Background: an optimization exercise with open tools, aiming at small area. Do not read the settings as production practice.
The RTL was checked by simulation tests, not by an equivalence proof against the original design.
Power and IR drop assume default switching activity.

**constraint.sdc**
```tcl
create_clock -name core_clock -period 7.0 [get_ports {clk}]
set_input_delay 1.4000 -clock core_clock [delete_from_list [all_inputs] [get_ports {clk}]]
set_output_delay 1.4000 -clock core_clock [all_outputs]
set_load 0.01 [all_outputs]
```
**config.mk**
```make
export PLATFORM = sky130hd
export DESIGN_NAME = regfile_2w_sweep
export DESIGN_NICKNAME = regfile_2w_sweep
export VERILOG_FILES = /design/flow/design.v
export SDC_FILE = /design/flow/constraint.sdc
export NUM_CORES = 4
export LEC_CHECK = 0
export CAP_MARGIN = 20
export CORE_MARGIN = 2
export CORE_UTILIZATION = 40
export SETUP_SLACK_MARGIN = 0.3
export SLEW_MARGIN = 20
```
**design.v**
```verilog
package regfile_2w_sweep_pkg;
    typedef enum logic {
        RF_SWEEP = 1'b0,
        RF_READY = 1'b1
    } rf_state_t;
    localparam logic [31:0] RF_GP_INIT_DEFAULT    = 32'h0000_1800;
    localparam logic [31:0] RF_SP_INIT_DEFAULT    = 32'h0000_2ffe;
    localparam logic [31:0] RF_MIO_OFFSET_DEFAULT = 32'h0000_0020;
endpackage
module regfile_2w_sweep_rf_read_mux #(
    parameter int unsigned WIDTH      = 32,
    parameter int unsigned ADDR_WIDTH = 5,
    parameter int unsigned NUM        = 32,
    parameter bit          BYPASS     = 1'b1
) (
    input  logic [ADDR_WIDTH-1:0] raddr,
    input  logic [WIDTH-1:0]      stored,
    input  logic                  ready,
    input  logic                  we_a,
    input  logic [ADDR_WIDTH-1:0] waddr_a,
    input  logic [WIDTH-1:0]      wdata_a,
    input  logic                  we_b,
    input  logic [ADDR_WIDTH-1:0] waddr_b,
    input  logic [WIDTH-1:0]      wdata_b,
    output logic [WIDTH-1:0]      rdata
);
    logic addr_valid;
    assign addr_valid = (raddr != '0) && (32'(raddr) < NUM);
    always_comb begin
        rdata = '0;
        if (addr_valid) begin
            if (BYPASS && ready && we_b && (waddr_b == raddr)) begin
                rdata = wdata_b;
            end else if (BYPASS && ready && we_a && (waddr_a == raddr)) begin
                rdata = wdata_a;
            end else begin
                rdata = stored;
            end
        end
    end
endmodule
module regfile_2w_sweep #(
    parameter int unsigned     WIDTH      = 32,
    parameter int unsigned     ADDR_WIDTH = 5,
    parameter int unsigned     NUM        = 32,
    parameter bit              BYPASS     = 1'b1,
    parameter int unsigned     GP_IDX     = 28,
    parameter logic [WIDTH-1:0] GP_INIT   = WIDTH'(regfile_2w_sweep_pkg::RF_GP_INIT_DEFAULT),
    parameter int unsigned     SP_IDX     = 29,
    parameter logic [WIDTH-1:0] SP_INIT   = WIDTH'(regfile_2w_sweep_pkg::RF_SP_INIT_DEFAULT),
    parameter int unsigned     MIO_IDX    = 17,
    parameter logic [31:0]     MIO_OFFSET = regfile_2w_sweep_pkg::RF_MIO_OFFSET_DEFAULT
) (
    input  logic                  clk,
    input  logic                  reset,
    input  logic                  we_a,
    input  logic [ADDR_WIDTH-1:0] waddr_a,
    input  logic [WIDTH-1:0]      wdata_a,
    input  logic                  we_b,
    input  logic [ADDR_WIDTH-1:0] waddr_b,
    input  logic [WIDTH-1:0]      wdata_b,
    input  logic [ADDR_WIDTH-1:0] raddr1,
    input  logic [ADDR_WIDTH-1:0] raddr2,
    output logic [WIDTH-1:0]      rdata1,
    output logic [WIDTH-1:0]      rdata2,
    input  logic [ADDR_WIDTH-1:0] dbg_addr,
    output logic [WIDTH-1:0]      dbg_data,
    output logic                  busy,
    output logic [31:0]           CPU_MIO
);
    localparam int unsigned IW = $clog2(NUM);
    localparam logic [IW-1:0] MIO_I = IW'(MIO_IDX);
    logic [WIDTH-1:0] regs [NUM];
    regfile_2w_sweep_pkg::rf_state_t        state_q, state_d;
    logic [IW-1:0]    ptr_q, ptr_d;
    logic [WIDTH-1:0] sweep_val;
    logic             ready;
    logic             wa_ok, wb_ok;
    logic [WIDTH-1:0] dbg_next;
    assign ready = (state_q == regfile_2w_sweep_pkg::RF_READY);
    assign busy  = (state_q == regfile_2w_sweep_pkg::RF_SWEEP);
    assign wa_ok = ready && we_a && (waddr_a != '0) && (32'(waddr_a) < NUM);
    assign wb_ok = ready && we_b && (waddr_b != '0) && (32'(waddr_b) < NUM);
    always_comb begin
        state_d   = state_q;
        ptr_d     = ptr_q;
        sweep_val = '0;
        if (state_q == regfile_2w_sweep_pkg::RF_SWEEP) begin
            if (32'(ptr_q) == GP_IDX) begin
                sweep_val = GP_INIT;
            end else if (32'(ptr_q) == SP_IDX) begin
                sweep_val = SP_INIT;
            end
            if (32'(ptr_q) == NUM - 1) begin
                state_d = regfile_2w_sweep_pkg::RF_READY;
                ptr_d   = '0;
            end else begin
                ptr_d = ptr_q + 1'b1;
            end
        end
    end
    always_ff @(posedge clk) begin
        if (reset) begin
            state_q  <= regfile_2w_sweep_pkg::RF_SWEEP;
            ptr_q    <= '0;
            dbg_data <= '0;
        end else begin
            state_q  <= state_d;
            ptr_q    <= ptr_d;
            dbg_data <= dbg_next;
        end
    end
    always_ff @(posedge clk) begin
        if (!reset) begin
            if (state_q == regfile_2w_sweep_pkg::RF_SWEEP) begin
                regs[ptr_q] <= sweep_val;
            end else begin
                if (wa_ok) regs[waddr_a[IW-1:0]] <= wdata_a;
                if (wb_ok) regs[waddr_b[IW-1:0]] <= wdata_b;
            end
        end
    end
    regfile_2w_sweep_rf_read_mux #(
        .WIDTH      (WIDTH),
        .ADDR_WIDTH (ADDR_WIDTH),
        .NUM        (NUM),
        .BYPASS     (BYPASS)
    ) u_rd1 (
        .raddr   (raddr1),
        .stored  (regs[raddr1[IW-1:0]]),
        .ready   (ready),
        .we_a    (we_a),
        .waddr_a (waddr_a),
        .wdata_a (wdata_a),
        .we_b    (we_b),
        .waddr_b (waddr_b),
        .wdata_b (wdata_b),
        .rdata   (rdata1)
    );
    regfile_2w_sweep_rf_read_mux #(
        .WIDTH      (WIDTH),
        .ADDR_WIDTH (ADDR_WIDTH),
        .NUM        (NUM),
        .BYPASS     (BYPASS)
    ) u_rd2 (
        .raddr   (raddr2),
        .stored  (regs[raddr2[IW-1:0]]),
        .ready   (ready),
        .we_a    (we_a),
        .waddr_a (waddr_a),
        .wdata_a (wdata_a),
        .we_b    (we_b),
        .waddr_b (waddr_b),
        .wdata_b (wdata_b),
        .rdata   (rdata2)
    );
    regfile_2w_sweep_rf_read_mux #(
        .WIDTH      (WIDTH),
        .ADDR_WIDTH (ADDR_WIDTH),
        .NUM        (NUM),
        .BYPASS     (1'b0)
    ) u_rd_dbg (
        .raddr   (dbg_addr),
        .stored  (regs[dbg_addr[IW-1:0]]),
        .ready   (ready),
        .we_a    (we_a),
        .waddr_a (waddr_a),
        .wdata_a (wdata_a),
        .we_b    (we_b),
        .waddr_b (waddr_b),
        .wdata_b (wdata_b),
        .rdata   (dbg_next)
    );
    assign CPU_MIO = 32'(regs[MIO_I]) + MIO_OFFSET;
endmodule
```
**run.sh**
```bash
#!/bin/bash
# synth_recipe.tcl (not shown) runs the flow's synth.tcl, then flattens the netlist and writes it again
# the make line also repeats each setting of config.mk as NAME=value (left out here)
make -C /OpenROAD-flow-scripts/flow DESIGN_CONFIG=/design/flow/config.mk WORK_HOME=/design/flow/orfs CLKGATE_MAP_FILE= SYNTH_SCRIPT=/design/flow/synth_recipe.tcl finish
```
==> results.cfg <==
[run_status]
status = complete, no violations

[worst_setup_path]
slowest_stage = clkdlybuf4s50_1
rr_worst_depth = 6
cp.arrival_ns = 5.33
cp-end-kind = output pin
critPathTopFamily = buffers and inverters
start_kind = input port
cpPeakStageDelay_ns = 0.87
worst-endpoint-required_ns = 5.60
crit_chain = clkdlybuf4s50_1 -> or2_2 -> nor3_1 -> a21oi_4 -> buf_4 -> o21ai_0 -> o2bb2ai_2 -> buf_4 -> clkdlybuf4s50_1
worst-path-buf-inv = 4
path_class = in2out
path_depth = 9
cp_max_fo = 19

[cells_and_area]
multiInputGateArea_um2 = 37200
nNetsFinal = 6634
ff_latch_area_um2 = 31510
drive_above_1_share_pct = 20.49
syn2layout_area_growth_pct = 13.49
final_core_util_pct = 45.66
fill_cells = 16350

[yosys]
synth_seq_cells = 1062
dominantRegCellSynth = edfxtp_1
synth_largest_area_cell = edfxtp_1
synth_edf_count = 1024
synthesis.area_um2 = 71700
seq_area_frac_synth_pct = 43.94
synth_nets = 6764
ys_async_sr_fraction_pct = 0
synthTopCellsByArea = edfxtp_1 (43%), mux2i_1 (11%), mux4_2 (10%)
synth_most_common_cell = edfxtp_1
synth.distinct_cells = 69
ys_warn_count = 3
yosys.area.top_type_share_pct = 42.88
syn_area_per_cell_um2 = 10.76
syn-instance-count = 6666
synth_commonest_cells = edfxtp_1 (1024), mux2i_1 (763), nand2_1 (740)

[floorplan]
die_w_um = 427.4
rows = 155
ios = 222
start_util_pct = 40.23
dieArea_um2 = 182700
coreArea_um2 = 178200
die_y_um = 427.4

[cts]
h-tree-depth = 4
cts.path.max_buffers = 3
insertion_delay_ns = 0.80
cts-root-buf = clkbuf_16
cts_buffers = 130
cts_setup_buffers = 0
cts_tree = yes
clkTransAtPathRegs_ns = 0.05
cts_sinks = 1062

[hold_path]
min_path_cells = 2
min_path_type = reg2reg

[timing]
setup_tns_ns = 0
period_share_pct = 96.18
worst_slack_ns = 0.2675
tightest_slew_ns = 1.241
finalSetupViolations = 0
clock.fmax_ghz = 0.1485
fin_skew_ns = 0.02685
hold_viol_final = 0
rsz0062_at_grt = no
maxSlewHeadroom_pct = 15.10
min_period_ns = 6.732
drv_slew = 0

[grt]
grt.overflow.total = 0
grt_pass1_vias = 58970
antenna_found_initial = 16
grt_pass1_wl_mm = 451.8
grt_max_degree = 106
track_usage_pct = 35.06

[detailed_routing]
drt_pass1_iterations = 8
wire_per_inst_um = 36.43
drt_wl_total_mm = 327.9
via_count = 62320
drcViolationCount = 0
drtIter0Drc = 10530
viasPerCell = 6.924
ant_nets = 0

[power_and_ir_drop]
power_density_nw_per_um2 = 194.5
vdd_ir_drop_max_mv = 0.2058
power.leakage_nw = 29.36

[job]
cap_violations = 0

[placement]
finalWeightedCongestion = 1.001
hpwl_mm = 210.5
io_buffers = 221
place_ws_ns = 0.2239
-- stage by stage --
| stage | hold WS [ns] | std cells | total power, mW | cell area (um2) |
|---|---|---|---|---|
| 2_1_floorplan | 0.4917 | 6666 | 8.070 | 71700 |
| 6_report | 0.5517 | 9001 | 15.82 | 81380 |
| 3_3_place_gp | 0.5220 | 8751 | 8.921 | 77000 |
| 3_5_place_dp | 0.5474 | 8755 | 8.933 | 77080 |
| 4_1_cts | 0.5531 | 8985 | 15.76 | 81280 |
| 5_1_grt | 0.6083 | 8996 | 16.09 | 81360 |
-- cells by family (layout without fill, tap and decap cells) --
| group | count (synthesis) | count (layout) | synth area share (%) |
|---|---|---|---|
| AOI/OAI and AO/OA | 1986 | 1986 | 18.59 |
| xor gates and xnor gates | 43 | 43 | 0.5252 |
| adders and majority gates | 5 | 5 | 0.08725 |
| buffers and inverters | 868 | 836 | 5.249 |
| DFF | 1062 | 1062 | 43.94 |
| muxes | 1168 | 1168 | 22.26 |
| other | 0 | 12 | 0 |
| and+or+nand+nor | 1534 | 1534 | 9.342 |
-- cell type report --
type	instances	area share, %
multi-input cells	4736	45.72
flip-flops and latches	1062	38.72
repair buffers	559	6.519
clock buffers	158	4.296
well taps	2355	3.621
clock inverters	72	0.8672
inverters	47	0.2199
diodes	12	0.03690
-- state kept, by name (all words and copies together) (netlist names) --
name and flops:
dbg_data 32, regs 1024, ptr_q 5, state_q 1
-- worst register-to-register path, cell delays in order, from the launching register on --
cell,delay (ns)
dfxtp_1,0.88
and3b_1,0.56
o21ai_0,0.28
a22oi_1,0.47
nand3_2,0.54
o21ai_4,1.05
buf_4,0.35
-- routing by layer --
metal | global-route usage [%] | vias to the layer above | wire, um
met1 | 42.62 | 30690 | 114300
met2 | 52.52 | 5004 | 141700
met3 | 9.872 | 1203 | 41630
met4 | 27.16 | 10 | 30140
li1 | - | 25420 | -
met5 | 0 | - | 68
-- power breakdown --
| part | internal, mW | switching (mW) | leakage (nW) |
|---|---|---|---|
| clock network | 4.03 | 2.91 | 2.06 |
| registers | 6.92 | 0.0307 | 11.2 |
| logic | 0.660 | 1.28 | 16.0 |
| total | 11.6 | 4.22 | 29.4 |
-- what timing repair did --
| item | in CTS | in global routing |
|---|---|---|
| pin swaps | 0 | 1 |
| hold buffers | 0 | 0 |
| gates resized for setup | 1 | 1 |
| setup endpoints to repair | 1 | 1 |
-- worst paths after layout --
path,from,end,slack [ns]
worst max-delay path,raddr1[4],rdata1[31],0.27
worst min-delay path,ptr_q[3],ptr_q[3],0.55
worst max register to register,state_q,regs[1][22],2.58
worst min register to register,ptr_q[3],ptr_q[3],0.55
-- placed cells by master (no fill, tap or decap), drive strengths merged, types with 21 or more instances in the layout --
cell and n:
edfxtp 1024, mux2i 764, nand2 740, o21ai 683
a21oi 505, nor2 468, buf 351, mux4 333
clkdlybuf4s50 206, o22ai 173, clkbuf 159, a22oi 130
o221ai 129, mux2 71, nor2b 67, a211oi 60
a2111oi 59, a22o 55, inv 52, clkinv 51
nor3 43, dfxtp 38, a31oi 34, or3 33
o31ai 33, o2bb2ai 32, nor4 32, and4 27
nand3 27, a311oi 24, nand4b 23, xor2 22
a221oi 22, xnor2 21

==> port drivers added, routing unchanged <==
The results above use ideal ports. As a check the final layout listed here was re-extracted and re-timed, cells and wires unchanged.
Step 1 (the two cells are an assumption about what drives the block):
set clk [get_ports {clk}]
set_driving_cell -lib_cell sky130_fd_sc_hd__clkbuf_16 $clk
set_driving_cell -lib_cell sky130_fd_sc_hd__buf_2 [delete_from_list [all_inputs] $clk]
Step 2 moves the port delays by t, midway between the first and last clock arrival at a register: inputs arrive t later, outputs are due t later. That takes back most of the time a late clock gives input paths.
Three values: no drivers, after step 1, after step 2; two values: the first two.
shift t [ns]: 0.881
setup slack, ns: 0.268 / 0.146 / 0.146
worst setup path after step 2: input to output
clock arrival spread, ns: 0.030 / 0.030
After both steps this run still meets setup and hold. The setup slack of this run moves by -0.122 ns with the drivers and by -0.122 ns with both steps.
